From an optimization exercise on the open Yosys and OpenROAD flow, aimed at small area, a short achievable clock period and few clock cycles; shortcuts taken in it are not production practice.
Function was checked by simulation only, so behaviour that the tests miss may differ from the original.
Power and IR drop assume default switching activity.

== JK ==
==> module dcache_array, before the edit <==
module dcache_array
#(
  parameter int LINES  = 64,
  parameter int TAG_W  = 24,
  parameter int DATA_W = 32
) (
  input  logic                     clk,
  input  logic                     rst,
  input  logic [$clog2(LINES)-1:0] idx,
  input  logic [TAG_W-1:0]         ctag,    
  input  logic                     fill,    
  input  logic                     upd,     
  input  logic [DATA_W-1:0]        wdata,
  output logic                     hit,
  output logic [DATA_W-1:0]        data
);
  localparam int IW = $clog2(LINES);
  localparam int LW = IW / 2;             
  localparam int HW = IW - LW;            
  localparam int NL = 1 << LW;            
  localparam int NG = 1 << HW;            
  logic [NL-1:0]     sel_lo;
  logic [NG-1:0]     sel_hi;
  logic [LINES-1:0]  sel;
  logic [LINES-1:0]  line_hit;
  logic [LINES-1:0]  valid_q;
  logic [TAG_W-1:0]  tag_q  [LINES];
  logic [DATA_W-1:0] data_q [LINES];
  logic [DATA_W-1:0] grp    [NG];
  always_comb begin
    for (int k = 0; k < NL; k++) sel_lo[k] = (idx[LW-1:0] == k[LW-1:0]);
    for (int j = 0; j < NG; j++) sel_hi[j] = (idx[IW-1:LW] == j[HW-1:0]);
    for (int i = 0; i < LINES; i++) begin
      sel[i]      = sel_hi[i / NL] && sel_lo[i % NL];
      line_hit[i] = sel[i] && valid_q[i] && (tag_q[i] == ctag);
    end
  end
  assign hit = |line_hit;
  always_comb begin
    data = '0;
    for (int j = 0; j < NG; j++) begin
      grp[j] = '0;
      for (int k = 0; k < NL; k++) begin
        grp[j] = grp[j] | ({DATA_W{sel_lo[k]}} & data_q[j*NL + k]);
      end
      data = data | ({DATA_W{sel_hi[j]}} & grp[j]);
    end
  end
  always_ff @(posedge clk) begin
    for (int i = 0; i < LINES; i++) begin
      if (rst) begin
        valid_q[i] <= 1'b0;
      end else if (fill && sel[i]) begin
        valid_q[i] <= 1'b1;
      end
    end
  end
  always_ff @(posedge clk) begin
    for (int i = 0; i < LINES; i++) begin
      if ((fill && sel[i]) || (upd && line_hit[i])) begin
        tag_q[i]  <= ctag;
        data_q[i] <= wdata;
      end
    end
  end
endmodule
export LEC_CHECK = 0
export CAP_MARGIN = 20
export CORE_MARGIN = 2
export CORE_UTILIZATION = 60
export CTS_CLUSTER_DIAMETER = 60
export CTS_CLUSTER_SIZE = 25
export PLACE_DENSITY = 0.7
export SETUP_SLACK_MARGIN = 2.0
export SLEW_MARGIN = 20
create_clock -name core_clock -period 9.0 [get_ports {clk}]
standard.sh (not shown) runs the stock make flow with config.mk's settings and CLKGATE_MAP_FILE= SYNTH_SCRIPT=/design/flow/synth_recipe.tcl, a recipe that flattens the netlist after the stock synthesis.
==> flow/flow/run.sh <==
#!/bin/bash
set -o pipefail
export BUFFER_PORTS_ARGS="-buffer_cell sky130_fd_sc_hd__buf_4"
cp standard.sh standard_sh.txt
bash standard.sh > standard.log 2>&1
Testbench counts of JK, summed over its fixed seeds: cycles 25,169.
Inputs modified between JK and MS:
--- a/flow/design.v
+++ b/flow/design.v
@@ -47,37 +47,24 @@
   output logic                     hit,
   output logic [DATA_W-1:0]        data
 );
   localparam int IW = $clog2(LINES);
-  localparam int LW = IW / 2;             
-  localparam int HW = IW - LW;            
-  localparam int NL = 1 << LW;            
-  localparam int NG = 1 << HW;            
-  logic [NL-1:0]     sel_lo;
-  logic [NG-1:0]     sel_hi;
   logic [LINES-1:0]  sel;
   logic [LINES-1:0]  line_hit;
   logic [LINES-1:0]  valid_q;
   logic [TAG_W-1:0]  tag_q  [LINES];
   logic [DATA_W-1:0] data_q [LINES];
-  logic [DATA_W-1:0] grp    [NG];
   always_comb begin
-    for (int k = 0; k < NL; k++) sel_lo[k] = (idx[LW-1:0] == k[LW-1:0]);
-    for (int j = 0; j < NG; j++) sel_hi[j] = (idx[IW-1:LW] == j[HW-1:0]);
     for (int i = 0; i < LINES; i++) begin
-      sel[i]      = sel_hi[i / NL] && sel_lo[i % NL];
+      sel[i]      = (idx == i[IW-1:0]);
       line_hit[i] = sel[i] && valid_q[i] && (tag_q[i] == ctag);
     end
   end
   assign hit = |line_hit;
   always_comb begin
     data = '0;
-    for (int j = 0; j < NG; j++) begin
-      grp[j] = '0;
-      for (int k = 0; k < NL; k++) begin
-        grp[j] = grp[j] | ({DATA_W{sel_lo[k]}} & data_q[j*NL + k]);
-      end
-      data = data | ({DATA_W{sel_hi[j]}} & grp[j]);
+    for (int i = 0; i < LINES; i++) begin
+      data = data | ({DATA_W{sel[i]}} & data_q[i]);
     end
   end
   always_ff @(posedge clk) begin
     for (int i = 0; i < LINES; i++) begin
@@ -89,10 +76,12 @@
     end
   end
   always_ff @(posedge clk) begin
     for (int i = 0; i < LINES; i++) begin
+      if (fill && sel[i]) begin
+        tag_q[i] <= ctag;
+      end
       if ((fill && sel[i]) || (upd && line_hit[i])) begin
-        tag_q[i]  <= ctag;
         data_q[i] <= wdata;
       end
     end
   end
When MS is measured against JK, its met3 layer wire length in the routed design turns out 76% higher.
MS against JK: non-clock buffer count saw an increase; fraction of layout cells with a size suffix above 1 saw an increase; number of cells produced by synthesis saw an increase; setup TNS after final layout saw little to no change; remaining number of nets flagged by the antenna check after routing saw little to no change.
[compare] base=JK new=MS: maximum frequency decreased by about 1.4% relative to the old numbers; instance count on the critical path saw an increase; area growth from synthesis to layout went up 1.6 points.
Diff MS and JK: first-iteration DRC count lower in JK
Routed wire in MS totals more than in JK.
On switching share of power, MS and JK are neck and neck.
MS against JK: post-detailed-route wirelength per cell climbed about 20%; power climbed about 0.4%.
Testbench counts of MS, summed over its fixed seeds: cycles 25,169.

re-timing with driven ports:
No port has a modelled driver above. Below, the same layouts with a new extraction and two added sets of constraints.
Step 1 (the two cells are an assumption about what drives the block):
set clk [get_ports {clk}]
set_driving_cell -lib_cell sky130_fd_sc_hd__clkbuf_16 $clk
set_driving_cell -lib_cell sky130_fd_sc_hd__buf_2 [delete_from_list [all_inputs] $clk]
Step 2, shift: input delay + t, output delay - t, t = (earliest + latest rising clock arrival at the registers) / 2. This alone moves slack from input paths to output paths.
Three values: no drivers, after step 1, after step 2; two values: the first two.
| run | shift t [ns] | setup slack, ns | worst setup path after step 2 | clock arrival spread, ns |
|---|---|---|---|---|
| JK | 0.996 | 1.937 / 1.865 / 1.865 | input to output | 0.067 / 0.068 |
| MS | 1.006 | 1.834 / 1.622 / 1.550 | input to register | 0.112 / 0.112 |
After both steps every run listed still meets setup and hold. The setup slack of MS, which loses most, moves by -0.212 ns with the drivers and by -0.284 ns with both steps.
